Source: an optimization exercise on an open RTL-to-GDS flow (aim: a short achievable clock period and few clock cycles per item). Production flows keep margins and buffers that such runs may drop. In this exercise RTL edits were held to simulation tests only and were not proved equivalent to the original. Power is estimated from default activity; no workload was simulated.

$ cat flow/design.v
`timescale 1ns/1ps
`default_nettype none
package cpu_pkg;
  localparam int XLEN       = 32;
  localparam int REG_ADDR_W = 5;
  typedef logic [XLEN-1:0]       word_t;
  typedef logic [REG_ADDR_W-1:0] reg_addr_t;
  localparam word_t BOOT_ADDR = '0;
  typedef enum logic [6:0] {
    OP     = 7'b0110011,
    OP_IMM = 7'b0010011,
    LOAD   = 7'b0000011,
    STORE  = 7'b0100011,
    BRANCH = 7'b1100011
  } opcode_e;
  localparam logic [2:0] F3_ADD_SUB = 3'b000;
  localparam logic [2:0] F3_SLT     = 3'b010;
  localparam logic [2:0] F3_XOR     = 3'b100;
  localparam logic [2:0] F3_OR      = 3'b110;
  localparam logic [2:0] F3_AND     = 3'b111;
  localparam logic [2:0] F3_BEQ = 3'b000;
  localparam logic [2:0] F3_BNE = 3'b001;
  typedef enum logic [2:0] {
    ALU_ADD,
    ALU_SUB,
    ALU_AND,
    ALU_OR,
    ALU_XOR,
    ALU_SLT
  } alu_op_e;
  typedef enum logic [1:0] {
    FWD_RF,
    FWD_MEM,
    FWD_WB
  } fwd_sel_e;
endpackage
`default_nettype wire
`timescale 1ns/1ps
`default_nettype none
module if_stage (
  input  logic           clk,
  input  logic           rst_n_i,
  input  logic           stall_i,
  input  logic           flush_i,
  input  logic           branch_taken_i,
  input  cpu_pkg::word_t branch_target_i,
  input  cpu_pkg::word_t instr_i,
  output cpu_pkg::word_t imem_addr_o,
  output cpu_pkg::word_t if_pc_o,
  output cpu_pkg::word_t if_instr_o,
  output logic           if_valid_o
);
  cpu_pkg::word_t pc_q;
  assign imem_addr_o = pc_q;
  always_ff @(posedge clk or negedge rst_n_i) begin
    if (!rst_n_i) begin
      pc_q <= cpu_pkg::BOOT_ADDR;
    end else if (branch_taken_i) begin
      pc_q <= branch_target_i;
    end else if (!stall_i) begin
      pc_q <= pc_q + cpu_pkg::word_t'(4);
    end
  end
  always_ff @(posedge clk or negedge rst_n_i) begin
    if (!rst_n_i) begin
      if_valid_o <= 1'b0;
    end else if (flush_i) begin
      if_valid_o <= 1'b0;
    end else if (!stall_i) begin
      if_valid_o <= 1'b1;
    end
  end
  always_ff @(posedge clk) begin
    if (!stall_i) begin
      if_pc_o    <= pc_q;
      if_instr_o <= instr_i;
    end
  end
endmodule
`default_nettype wire
`timescale 1ns/1ps
`default_nettype none
module id_stage (
  input  logic               clk,
  input  logic               rst_n_i,
  input  logic               stall_i,
  input  logic               flush_i,
  input  cpu_pkg::word_t     if_pc_i,
  input  cpu_pkg::word_t     if_instr_i,
  input  logic               if_valid_i,
  input  cpu_pkg::word_t     rs1_data_i,
  input  cpu_pkg::word_t     rs2_data_i,
  output cpu_pkg::reg_addr_t rs1_addr_o,
  output cpu_pkg::reg_addr_t rs2_addr_o,
  output cpu_pkg::word_t     ex_pc_o,
  output cpu_pkg::word_t     ex_rs1_data_o,
  output cpu_pkg::word_t     ex_rs2_data_o,
  output cpu_pkg::word_t     ex_imm_o,
  output cpu_pkg::reg_addr_t ex_rs1_addr_o,
  output cpu_pkg::reg_addr_t ex_rs2_addr_o,
  output cpu_pkg::reg_addr_t ex_rd_addr_o,
  output cpu_pkg::alu_op_e   ex_alu_op_o,
  output logic               ex_use_imm_o,
  output logic               ex_regwrite_o,
  output logic               ex_mem_rd_o,
  output logic               ex_mem_wr_o,
  output logic               ex_branch_o,
  output logic               ex_branch_ne_o
);
  cpu_pkg::opcode_e    opcode;
  logic [2:0] funct3;
  cpu_pkg::alu_op_e    alu_op;
  cpu_pkg::word_t      imm;
  logic       use_imm;
  logic       regwrite;
  logic       mem_rd;
  logic       mem_wr;
  logic       branch;
  logic       uses_rs2;
  logic       bubble;
  function automatic cpu_pkg::alu_op_e alu_decode(logic [2:0] f3, logic sub);
    case (f3)
      (cpu_pkg::F3_ADD_SUB): alu_decode = sub ? cpu_pkg::ALU_SUB : cpu_pkg::ALU_ADD;
      (cpu_pkg::F3_SLT):     alu_decode = cpu_pkg::ALU_SLT;
      (cpu_pkg::F3_XOR):     alu_decode = cpu_pkg::ALU_XOR;
      (cpu_pkg::F3_OR):      alu_decode = cpu_pkg::ALU_OR;
      (cpu_pkg::F3_AND):     alu_decode = cpu_pkg::ALU_AND;
      default:    alu_decode = cpu_pkg::ALU_ADD;
    endcase
  endfunction
  assign opcode = cpu_pkg::opcode_e'(if_instr_i[6:0]);
  assign funct3 = if_instr_i[14:12];
  assign bubble = stall_i || flush_i || !if_valid_i;
  assign rs1_addr_o = if_valid_i ? if_instr_i[19:15] : '0;
  assign rs2_addr_o = (if_valid_i && uses_rs2) ? if_instr_i[24:20] : '0;
  always_comb begin
    alu_op   = cpu_pkg::ALU_ADD;
    imm      = {{20{if_instr_i[31]}}, if_instr_i[31:20]};
    use_imm  = 1'b0;
    regwrite = 1'b0;
    mem_rd   = 1'b0;
    mem_wr   = 1'b0;
    branch   = 1'b0;
    uses_rs2 = 1'b0;
    case (opcode)
      (cpu_pkg::OP): begin
        alu_op   = alu_decode(funct3, if_instr_i[30]);
        regwrite = 1'b1;
        uses_rs2 = 1'b1;
      end
      (cpu_pkg::OP_IMM): begin
        alu_op   = alu_decode(funct3, 1'b0);
        use_imm  = 1'b1;
        regwrite = 1'b1;
      end
      (cpu_pkg::LOAD): begin
        use_imm  = 1'b1;
        regwrite = 1'b1;
        mem_rd   = 1'b1;
      end
      (cpu_pkg::STORE): begin
        imm      = {{20{if_instr_i[31]}}, if_instr_i[31:25], if_instr_i[11:7]};
        use_imm  = 1'b1;
        mem_wr   = 1'b1;
        uses_rs2 = 1'b1;
      end
      (cpu_pkg::BRANCH): begin
        imm      = {{19{if_instr_i[31]}}, if_instr_i[31], if_instr_i[7],
                    if_instr_i[30:25], if_instr_i[11:8], 1'b0};
        branch   = 1'b1;
        uses_rs2 = 1'b1;
      end
      default: ;
    endcase
  end
  always_ff @(posedge clk or negedge rst_n_i) begin
    if (!rst_n_i) begin
      ex_regwrite_o <= 1'b0;
      ex_mem_rd_o   <= 1'b0;
      ex_mem_wr_o   <= 1'b0;
      ex_branch_o   <= 1'b0;
    end else begin
      ex_regwrite_o <= regwrite && !bubble;
      ex_mem_rd_o   <= mem_rd && !bubble;
      ex_mem_wr_o   <= mem_wr && !bubble;
      ex_branch_o   <= branch && !bubble;
    end
  end
  always_ff @(posedge clk) begin
    ex_pc_o        <= if_pc_i;
    ex_rs1_data_o  <= rs1_data_i;
    ex_rs2_data_o  <= rs2_data_i;
    ex_imm_o       <= imm;
    ex_rs1_addr_o  <= rs1_addr_o;
    ex_rs2_addr_o  <= rs2_addr_o;
    ex_rd_addr_o   <= if_instr_i[11:7];
    ex_alu_op_o    <= alu_op;
    ex_use_imm_o   <= use_imm;
    ex_branch_ne_o <= (funct3 == cpu_pkg::F3_BNE);
  end
endmodule
`default_nettype wire
`timescale 1ns/1ps
`default_nettype none
module reg_file (
  input  logic               clk,
  input  logic               rst_n_i,
  input  cpu_pkg::reg_addr_t rs1_addr_i,
  input  cpu_pkg::reg_addr_t rs2_addr_i,
  input  cpu_pkg::reg_addr_t rd_addr_i,
  input  cpu_pkg::word_t     rd_data_i,
  input  logic               rd_we_i,
  output cpu_pkg::word_t     rs1_data_o,
  output cpu_pkg::word_t     rs2_data_o
);
  cpu_pkg::word_t regs [1:31];
  function automatic cpu_pkg::word_t read_port(cpu_pkg::reg_addr_t addr);
    if (addr == '0) begin
      read_port = '0;
    end else if (rd_we_i && (rd_addr_i == addr)) begin
      read_port = rd_data_i;
    end else begin
      read_port = regs[addr];
    end
  endfunction
  assign rs1_data_o = read_port(rs1_addr_i);
  assign rs2_data_o = read_port(rs2_addr_i);
  always_ff @(posedge clk or negedge rst_n_i) begin
    if (!rst_n_i) begin
      for (int i = 1; i < 32; i++) begin
        regs[i] <= '0;
      end
    end else if (rd_we_i && (rd_addr_i != '0)) begin
      regs[rd_addr_i] <= rd_data_i;
    end
  end
endmodule
`default_nettype wire
`timescale 1ns/1ps
`default_nettype none
module ex_stage (
  input  logic               clk,
  input  logic               rst_n_i,
  input  cpu_pkg::word_t     ex_pc_i,
  input  cpu_pkg::word_t     ex_rs1_data_i,
  input  cpu_pkg::word_t     ex_rs2_data_i,
  input  cpu_pkg::word_t     ex_imm_i,
  input  cpu_pkg::reg_addr_t ex_rd_addr_i,
  input  cpu_pkg::alu_op_e   ex_alu_op_i,
  input  logic               ex_use_imm_i,
  input  logic               ex_regwrite_i,
  input  logic               ex_mem_rd_i,
  input  logic               ex_mem_wr_i,
  input  logic               ex_branch_i,
  input  logic               ex_branch_ne_i,
  input  cpu_pkg::fwd_sel_e  fwd_a_i,
  input  cpu_pkg::fwd_sel_e  fwd_b_i,
  input  cpu_pkg::word_t     mem_fwd_data_i,
  input  cpu_pkg::word_t     wb_fwd_data_i,
  output logic               branch_taken_o,
  output cpu_pkg::word_t     branch_target_o,
  output cpu_pkg::word_t     mem_alu_result_o,
  output cpu_pkg::word_t     mem_store_data_o,
  output cpu_pkg::reg_addr_t mem_rd_addr_o,
  output logic               mem_regwrite_o,
  output logic               mem_rd_o,
  output logic               mem_wr_o
);
  cpu_pkg::word_t op_a;
  cpu_pkg::word_t rs2_val;
  cpu_pkg::word_t op_b;
  cpu_pkg::word_t alu_result;
  function automatic cpu_pkg::word_t fwd_mux(cpu_pkg::fwd_sel_e sel, cpu_pkg::word_t rf, cpu_pkg::word_t mem, cpu_pkg::word_t wb);
    case (sel)
      (cpu_pkg::FWD_MEM): fwd_mux = mem;
      (cpu_pkg::FWD_WB):  fwd_mux = wb;
      default: fwd_mux = rf;
    endcase
  endfunction
  assign op_a    = fwd_mux(fwd_a_i, ex_rs1_data_i, mem_fwd_data_i, wb_fwd_data_i);
  assign rs2_val = fwd_mux(fwd_b_i, ex_rs2_data_i, mem_fwd_data_i, wb_fwd_data_i);
  assign op_b    = ex_use_imm_i ? ex_imm_i : rs2_val;
  always_comb begin
    case (ex_alu_op_i)
      (cpu_pkg::ALU_SUB): alu_result = op_a - op_b;
      (cpu_pkg::ALU_AND): alu_result = op_a & op_b;
      (cpu_pkg::ALU_OR):  alu_result = op_a | op_b;
      (cpu_pkg::ALU_XOR): alu_result = op_a ^ op_b;
      (cpu_pkg::ALU_SLT): alu_result = cpu_pkg::word_t'($signed(op_a) < $signed(op_b));
      default: alu_result = op_a + op_b;
    endcase
  end
  assign branch_taken_o  = ex_branch_i && ((op_a == rs2_val) != ex_branch_ne_i);
  assign branch_target_o = ex_pc_i + ex_imm_i;
  always_ff @(posedge clk or negedge rst_n_i) begin
    if (!rst_n_i) begin
      mem_regwrite_o <= 1'b0;
      mem_rd_o       <= 1'b0;
      mem_wr_o       <= 1'b0;
    end else begin
      mem_regwrite_o <= ex_regwrite_i;
      mem_rd_o       <= ex_mem_rd_i;
      mem_wr_o       <= ex_mem_wr_i;
    end
  end
  always_ff @(posedge clk) begin
    mem_alu_result_o <= alu_result;
    mem_store_data_o <= rs2_val;
    mem_rd_addr_o    <= ex_rd_addr_i;
  end
endmodule
`default_nettype wire
`timescale 1ns/1ps
`default_nettype none
module mem_wb_stage (
  input  logic               clk,
  input  logic               rst_n_i,
  input  cpu_pkg::word_t     mem_alu_result_i,
  input  cpu_pkg::word_t     mem_store_data_i,
  input  cpu_pkg::reg_addr_t mem_rd_addr_i,
  input  logic               mem_regwrite_i,
  input  logic               mem_rd_i,
  input  logic               mem_wr_i,
  input  cpu_pkg::word_t     dmem_rdata_i,
  output cpu_pkg::word_t     dmem_addr_o,
  output cpu_pkg::word_t     dmem_wdata_o,
  output logic               dmem_rd_o,
  output logic               dmem_wr_o,
  output cpu_pkg::word_t     mem_fwd_data_o,
  output cpu_pkg::reg_addr_t wb_rd_addr_o,
  output cpu_pkg::word_t     wb_data_o,
  output logic               wb_regwrite_o
);
  cpu_pkg::word_t mem_result;
  assign dmem_addr_o  = mem_alu_result_i;
  assign dmem_wdata_o = mem_store_data_i;
  assign dmem_rd_o    = mem_rd_i;
  assign dmem_wr_o    = mem_wr_i;
  assign mem_fwd_data_o = mem_alu_result_i;
  assign mem_result = mem_rd_i ? dmem_rdata_i : mem_alu_result_i;
  always_ff @(posedge clk or negedge rst_n_i) begin
    if (!rst_n_i) begin
      wb_regwrite_o <= 1'b0;
    end else begin
      wb_regwrite_o <= mem_regwrite_i;
    end
  end
  always_ff @(posedge clk) begin
    wb_rd_addr_o <= mem_rd_addr_i;
    wb_data_o    <= mem_result;
  end
endmodule
`default_nettype wire
`timescale 1ns/1ps
`default_nettype none
module hazard_unit (
  input  cpu_pkg::reg_addr_t id_rs1_addr_i,
  input  cpu_pkg::reg_addr_t id_rs2_addr_i,
  input  cpu_pkg::reg_addr_t ex_rs1_addr_i,
  input  cpu_pkg::reg_addr_t ex_rs2_addr_i,
  input  cpu_pkg::reg_addr_t ex_rd_addr_i,
  input  logic               ex_mem_rd_i,
  input  cpu_pkg::reg_addr_t mem_rd_addr_i,
  input  logic               mem_regwrite_i,
  input  cpu_pkg::reg_addr_t wb_rd_addr_i,
  input  logic               wb_regwrite_i,
  input  logic               branch_taken_i,
  output logic               stall_o,
  output logic               flush_if_o,
  output logic               flush_id_o,
  output cpu_pkg::fwd_sel_e  fwd_a_o,
  output cpu_pkg::fwd_sel_e  fwd_b_o
);
  logic load_use;
  function automatic cpu_pkg::fwd_sel_e fwd_select(cpu_pkg::reg_addr_t src);
    if (src == '0) begin
      fwd_select = cpu_pkg::FWD_RF;
    end else if (mem_regwrite_i && (mem_rd_addr_i == src)) begin
      fwd_select = cpu_pkg::FWD_MEM;
    end else if (wb_regwrite_i && (wb_rd_addr_i == src)) begin
      fwd_select = cpu_pkg::FWD_WB;
    end else begin
      fwd_select = cpu_pkg::FWD_RF;
    end
  endfunction
  assign fwd_a_o = fwd_select(ex_rs1_addr_i);
  assign fwd_b_o = fwd_select(ex_rs2_addr_i);
  assign load_use = ex_mem_rd_i && (ex_rd_addr_i != '0) &&
                    ((ex_rd_addr_i == id_rs1_addr_i) || (ex_rd_addr_i == id_rs2_addr_i));
  assign stall_o    = load_use && !branch_taken_i;
  assign flush_if_o = branch_taken_i;
  assign flush_id_o = branch_taken_i;
endmodule
`default_nettype wire
`timescale 1ns/1ps
`default_nettype none
module cpu_top (
  input  logic           clk,
  input  logic           rst_n_i,
  input  cpu_pkg::word_t instr_i,
  input  cpu_pkg::word_t dmem_rdata_i,
  output cpu_pkg::word_t imem_addr_o,
  output cpu_pkg::word_t dmem_addr_o,
  output cpu_pkg::word_t dmem_wdata_o,
  output logic           dmem_rd_o,
  output logic           dmem_wr_o
);
  cpu_pkg::word_t     if_pc, if_instr;
  logic      if_valid;
  cpu_pkg::reg_addr_t rs1_addr, rs2_addr;
  cpu_pkg::word_t     rs1_data, rs2_data;
  cpu_pkg::word_t     ex_pc, ex_rs1_data, ex_rs2_data, ex_imm;
  cpu_pkg::reg_addr_t ex_rs1_addr, ex_rs2_addr, ex_rd_addr;
  cpu_pkg::alu_op_e   ex_alu_op;
  logic      ex_use_imm, ex_regwrite, ex_mem_rd, ex_mem_wr, ex_branch, ex_branch_ne;
  logic      branch_taken;
  cpu_pkg::word_t     branch_target;
  cpu_pkg::word_t     mem_alu_result, mem_store_data, mem_fwd_data;
  cpu_pkg::reg_addr_t mem_rd_addr;
  logic      mem_regwrite, mem_rd, mem_wr;
  cpu_pkg::reg_addr_t wb_rd_addr;
  cpu_pkg::word_t     wb_data;
  logic      wb_regwrite;
  logic      stall, flush_if, flush_id;
  cpu_pkg::fwd_sel_e  fwd_a, fwd_b;
  if_stage if_stage_i (
    .clk(clk), .rst_n_i(rst_n_i), .stall_i(stall), .flush_i(flush_if),
    .branch_taken_i(branch_taken), .branch_target_i(branch_target), .instr_i(instr_i),
    .imem_addr_o(imem_addr_o), .if_pc_o(if_pc), .if_instr_o(if_instr),
    .if_valid_o(if_valid)
  );
  id_stage id_stage_i (
    .clk(clk), .rst_n_i(rst_n_i), .stall_i(stall), .flush_i(flush_id),
    .if_pc_i(if_pc), .if_instr_i(if_instr), .if_valid_i(if_valid),
    .rs1_data_i(rs1_data), .rs2_data_i(rs2_data),
    .rs1_addr_o(rs1_addr), .rs2_addr_o(rs2_addr),
    .ex_pc_o(ex_pc), .ex_rs1_data_o(ex_rs1_data), .ex_rs2_data_o(ex_rs2_data),
    .ex_imm_o(ex_imm), .ex_rs1_addr_o(ex_rs1_addr), .ex_rs2_addr_o(ex_rs2_addr),
    .ex_rd_addr_o(ex_rd_addr), .ex_alu_op_o(ex_alu_op), .ex_use_imm_o(ex_use_imm),
    .ex_regwrite_o(ex_regwrite), .ex_mem_rd_o(ex_mem_rd), .ex_mem_wr_o(ex_mem_wr),
    .ex_branch_o(ex_branch), .ex_branch_ne_o(ex_branch_ne)
  );
  reg_file reg_file_i (
    .clk(clk), .rst_n_i(rst_n_i), .rs1_addr_i(rs1_addr), .rs2_addr_i(rs2_addr),
    .rd_addr_i(wb_rd_addr), .rd_data_i(wb_data), .rd_we_i(wb_regwrite),
    .rs1_data_o(rs1_data), .rs2_data_o(rs2_data)
  );
  ex_stage ex_stage_i (
    .clk(clk), .rst_n_i(rst_n_i),
    .ex_pc_i(ex_pc), .ex_rs1_data_i(ex_rs1_data), .ex_rs2_data_i(ex_rs2_data),
    .ex_imm_i(ex_imm), .ex_rd_addr_i(ex_rd_addr), .ex_alu_op_i(ex_alu_op),
    .ex_use_imm_i(ex_use_imm), .ex_regwrite_i(ex_regwrite), .ex_mem_rd_i(ex_mem_rd),
    .ex_mem_wr_i(ex_mem_wr), .ex_branch_i(ex_branch), .ex_branch_ne_i(ex_branch_ne),
    .fwd_a_i(fwd_a), .fwd_b_i(fwd_b), .mem_fwd_data_i(mem_fwd_data), .wb_fwd_data_i(wb_data),
    .branch_taken_o(branch_taken), .branch_target_o(branch_target),
    .mem_alu_result_o(mem_alu_result), .mem_store_data_o(mem_store_data),
    .mem_rd_addr_o(mem_rd_addr), .mem_regwrite_o(mem_regwrite),
    .mem_rd_o(mem_rd), .mem_wr_o(mem_wr)
  );
  mem_wb_stage mem_wb_stage_i (
    .clk(clk), .rst_n_i(rst_n_i),
    .mem_alu_result_i(mem_alu_result), .mem_store_data_i(mem_store_data),
    .mem_rd_addr_i(mem_rd_addr), .mem_regwrite_i(mem_regwrite),
    .mem_rd_i(mem_rd), .mem_wr_i(mem_wr), .dmem_rdata_i(dmem_rdata_i),
    .dmem_addr_o(dmem_addr_o), .dmem_wdata_o(dmem_wdata_o),
    .dmem_rd_o(dmem_rd_o), .dmem_wr_o(dmem_wr_o), .mem_fwd_data_o(mem_fwd_data),
    .wb_rd_addr_o(wb_rd_addr), .wb_data_o(wb_data), .wb_regwrite_o(wb_regwrite)
  );
  hazard_unit hazard_unit_i (
    .id_rs1_addr_i(rs1_addr), .id_rs2_addr_i(rs2_addr),
    .ex_rs1_addr_i(ex_rs1_addr), .ex_rs2_addr_i(ex_rs2_addr),
    .ex_rd_addr_i(ex_rd_addr), .ex_mem_rd_i(ex_mem_rd),
    .mem_rd_addr_i(mem_rd_addr), .mem_regwrite_i(mem_regwrite),
    .wb_rd_addr_i(wb_rd_addr), .wb_regwrite_i(wb_regwrite),
    .branch_taken_i(branch_taken), .stall_o(stall),
    .flush_if_o(flush_if), .flush_id_o(flush_id), .fwd_a_o(fwd_a), .fwd_b_o(fwd_b)
  );
endmodule
`default_nettype wire
$ cat flow/run.sh
#!/bin/bash
# synth_recipe.tcl (not shown) runs the flow's synth.tcl, then flattens the netlist and writes it again
# the make line also repeats each setting of config.mk as NAME=value (left out here)
make -C /OpenROAD-flow-scripts/flow DESIGN_CONFIG=/design/flow/config.mk WORK_HOME=/design/flow/orfs CLKGATE_MAP_FILE= SYNTH_SCRIPT=/design/flow/synth_recipe.tcl finish
$ cat flow/config.mk
export PLATFORM = sky130hd
export DESIGN_NAME = cpu_top
export DESIGN_NICKNAME = cpu_top
export VERILOG_FILES = /design/flow/design.v
export SDC_FILE = /design/flow/constraint.sdc
export NUM_CORES = 4
export LEC_CHECK = 0
export CAP_MARGIN = 20
export CORE_MARGIN = 2
export CORE_UTILIZATION = 40
export SLEW_MARGIN = 20
$ cat flow/constraint.sdc
create_clock -name core_clock -period 6.3 [get_ports {clk}]
set_input_delay 1.2600 -clock core_clock [delete_from_list [all_inputs] [get_ports {clk}]]
set_output_delay 1.2600 -clock core_clock [all_outputs]
set_load 0.01 [all_outputs]
==> reports/qor.csv <==
metric,value,unit
highest_layer,met5,
postPlaceCellArea,0.0731,mm^2
peakVddDrop,0.254,mV
power.total,19.7,mW
post_synth_main_area_contributors,"sky130_fd_sc_hd__dfrtp_1 38%, sky130_fd_sc_hd__mux2_2 17%, sky130_fd_sc_hd__dfxtp_1 7.0%, sky130_fd_sc_hd__a22oi_1 4.9%, sky130_fd_sc_hd__a221oi_1 3.1%",
n_fill_cell,15200,
count_of_different_cell_masters_after_synthesis,85,
clock_skew,0.0525,ns
finalWirelength,324,mm
mappedNetlistNets,6332,
hpwlAfterDp,198,mm
timing.setup.tns,0,ns
cts_made_buffers,150,
htree_num_levels,4,
chipWidth,415,um
die_span_y,415,um
wl_met1,119,mm
design.die.area,0.172,mm^2
number_of_hold_violations_in_the_final_report,0,
detailroute.wirelength.met3,49.2,mm
regToRegEndpoint,ex_stage_i.mem_alu_result_o[29],
critPathMaxFanout,14,
criticalPathCategory,register to register,
root_buffer,sky130_fd_sc_hd__clkbuf_16,
number_of_max_cap_violations,0,
ff2ff_path_depth,18,
grt.total_usage,36.5,%
r2r_setup_slack,0.23,ns
data_arrival_time_of_the_worst_path,6.82,ns
synth_top_area_share,38.2,%
clk_pin_slew,0.06,ns
drt_iter0_drc,11600,
worst_hold_path.endpoint,id_stage_i.ex_pc_o[28],
source_to_sink_clock_delay_at_the_later_pin_of_the_worst_skew_pair,0.84,ns
multi_input_area,0.0333,mm^2
post-synth-top-area-cell,sky130_fd_sc_hd__dfrtp_1,
critPathMaxStageDelay,0.91,ns
rsz0062_at_grt,false,
synth_area,0.0676,mm^2
buffer_ports.inserted,163,
start_util,40.4,%
static-leakage-power,34.4,nW
drt-pass1-iter-count,13,
post-route-util,46.9,%
number_of_i_o_pins,164,
drc,0,
whs_path_depth,0,
grt_pass1_vias,57800,
timing.final.crit_period,6.07,ns
synthArstFlopShare,77.6,%
fin_area,0.0785,mm^2
final_common_cell,sky130_fd_sc_hd__dfrtp_1,
antenna_found_initial,26,
final-seq-area,0.0325,mm^2
mostFrequentLayoutCells,"1,033 x sky130_fd_sc_hd__dfrtp_1, 1,032 x sky130_fd_sc_hd__mux2_2, 440 x sky130_fd_sc_hd__a22oi_1, 325 x sky130_fd_sc_hd__nand2_1, 244 x sky130_fd_sc_hd__nor2_1",
worst-slew-pin-transition,1.37,ns
end_kind,register,
worst_case_headroom_to_the_max_slew_limit,8.44,%
min_period_over_period,96.3,%
timing.hold.worst.class,register to register,
ys_ff_latch,1332,
maximum_root_to_sink_buffer_count,3,
netlist_instances,6131,
crit-reg2reg-launch,mem_wb_stage_i.wb_rd_addr_o[1],
finish.net_count,6395,
place_congestion,1.01,
hold_path_startpoint,if_stage_i.if_pc_o[28],
synthToLayoutAreaGrowth,16.1,%
synth.avg_cell_area,11.0,um^2
met2RoutedLength,129,mm
layout-drive-gt1-share,26.7,%
post_synth_edffs,64,
synth-seq-area-share,48.0,%
routed-via-count,60800,
grt-ovfl-total,0,
grt_first_pass_wirelength,450,mm
ant_nets,0,
post_drt_wl_per_cell,38.0,um
finalSetupViolCount,0,
max_freq,165,MHz
synth.yosys.warnings,7,
drv_slew,0,
start_kind,register,
crit_path_cell_trace,xnor2_1 -> nand3_1 -> or3_1 -> ha_2 -> buf_4 -> o21a_1 -> o21ai_0 -> ha_1 -> inv_1 -> a2111oi_0 -> a211oi_1 -> o41ai_2 -> o41ai_2 -> buf_4 -> a2111oi_2 -> nor2_1 -> a221o_1 -> o21ai_1,
count_of_standard_cell_rows,150,
timing.critical_path.required,7.05,ns
power.density_cell_area,251,mW/mm^2
cts_tree,yes,
core_area,0.168,mm^2
outcome,finished clean,
post_cts_buffers,0,
largest_net_degree_at_the_start_of_global_routing,145,
avgViaCountPerCell,7.12,
tritoncts_num_sinks,1332,
crit_path_top_delay_cell,sky130_fd_sc_hd__o41ai_2,
main_synth_ff_type,sky130_fd_sc_hd__dfrtp_1,
-- power by group --
part	switching (mW)	internal, mW
Combinational	0.959	0.500
Sequential	0.189	8.78
Clock	3.90	5.36
Total	5.05	14.6
-- flip-flops by register name (all words and copies together), names as in the netlist, 13 cells and up --
name                         count
id_stage_i.ex_pc_o              32
id_stage_i.ex_imm_o             13
id_stage_i.ex_rs1_data_o        32
ex_stage_i.mem_store_data_o     32
mem_wb_stage_i.wb_data_o        32
if_stage_i.pc_q                 32
if_stage_i.if_instr_o           32
id_stage_i.ex_rs2_data_o        32
reg_file_i.regs                992
if_stage_i.if_pc_o              32
ex_stage_i.mem_alu_result_o     32
-- synth_stat cells, drive strengths merged (24+ instances only) --
master	instances
dfrtp	1033
mux2	1033
a22oi	440
clkbuf	405
nand2	340
nor2	302
a221oi	243
dfxtp	235
a21oi	230
a22o	192
o21ai	183
inv	162
nand4	152
ha	132
buf	112
xnor2	98
nand3	85
edfxtp	64
nor3	62
a222oi	54
mux2i	47
o21a	44
xor2	43
o32ai	37
a211oi	30
o211ai	24
o22ai	24
-- metrics by stage --
stage | cells | setup WS [ns] | hold WS, ns
2_1_floorplan | 6131 | 0.722 | 0.323
3_3_place_gp | 8233 | 0.211 | 0.324
3_5_place_dp | 8238 | 0.194 | 0.327
4_1_cts | 8515 | 0.166 | 0.322
5_1_grt | 8523 | 0.00569 | 0.341
6_report | 8535 | 0.233 | 0.333
-- critical path, delay by kind of cell (launching register included) --
kind / cells / cell delay [ns]
AO/OA/AOI/OAI: 9 / 3.01
adder cells (fa/ha/maj): 2 / 1.01
flip-flops: 1 / 0.62
buffers and inverters: 3 / 0.60
AND/OR/NAND/NOR: 3 / 0.60
XOR/XNOR: 1 / 0.17
-- final cells by class --
| type | count | share of cell area (%) |
|---|---|---|
| diodes | 12 | 0.0382 |
| clock buffers | 210 | 5.52 |
| clock inverters | 67 | 0.996 |
| inverters | 162 | 0.774 |
| multi-input cells | 4120 | 42.5 |
| flip-flops and latches | 1332 | 41.4 |
| well taps | 2204 | 3.51 |
| repair buffers | 428 | 5.33 |
-- per-layer routing --
layer / track usage (%) / vias to the layer above
met5: 0.695 / -
met4: 23.3 / 28
met3: 16.3 / 1622
met2: 50.0 / 5367
met1: 46.3 / 30400
li1: - / 23400
-- worst max path at each step --
stage | start | endpoint | depth (start not counted)
finish | mem_wb_stage_i.wb_rd_addr_o[1] | ex_stage_i.mem_alu_result_o[29] | 18
global route | mem_wb_stage_i.wb_rd_addr_o[1] | ex_stage_i.mem_alu_result_o[0] | 19
CTS | mem_wb_stage_i.wb_rd_addr_o[1] | ex_stage_i.mem_alu_result_o[29] | 19
detailed placement | mem_wb_stage_i.wb_rd_addr_o[1] | ex_stage_i.mem_alu_result_o[24] | 22
global placement | mem_wb_stage_i.wb_rd_addr_o[1] | ex_stage_i.mem_alu_result_o[0] | 18
floorplan | mem_wb_stage_i.wb_rd_addr_o[4] | if_stage_i.if_instr_o[0] | 16
-- cells by family after synthesis --
logic type | count (synthesis) | share of synthesized area, %
and+or+nand+nor | 1086 | 7.49
DFF | 1332 | 48.0
buffers and inverters | 679 | 3.81
muxes | 1080 | 17.9
adders and majority gates | 135 | 2.53
AOI/OAI and AO/OA | 1678 | 18.4
xor gates and xnor gates | 141 | 1.83
-- repair_timing --
item / 4_1_cts / 5_1_grt
setup endpoints to repair: 0 / 9
gates resized for setup: 0 / 10
hold buffers: 0 / 0
Testbench counts, summed over its fixed seeds: cycles 137,617, instrs 106,229.

static timing again, ports no longer ideal:
The flow's constraints put no driver on any port. The routed layout listed below was extracted and timed again, unchanged, in two steps. Step 1 (the two cells are an assumption about what drives the block):
set clk [get_ports {clk}]
set_driving_cell -lib_cell sky130_fd_sc_hd__clkbuf_16 $clk
set_driving_cell -lib_cell sky130_fd_sc_hd__buf_2 [delete_from_list [all_inputs] $clk]
Step 2 moves the port delays by t, midway between the first and last clock arrival at a register: inputs arrive t later, outputs are due t later. That takes back most of the time a late clock gives input paths. Three values: ideal ports, drivers, drivers and shift; two values: the first two.
t (ns): 0.901
setup slack, ns: 0.233 / 0.233 / 0.233
worst setup path at the end: register to register
slew at the worst register clock pin (ns): 0.08 / 0.08
worst data-port slew with drivers (ns): 0.08
After both steps this run still meets setup and hold. For this run, drivers alone change the setup slack by 0.000 ns; drivers and shift together by 0.000 ns.
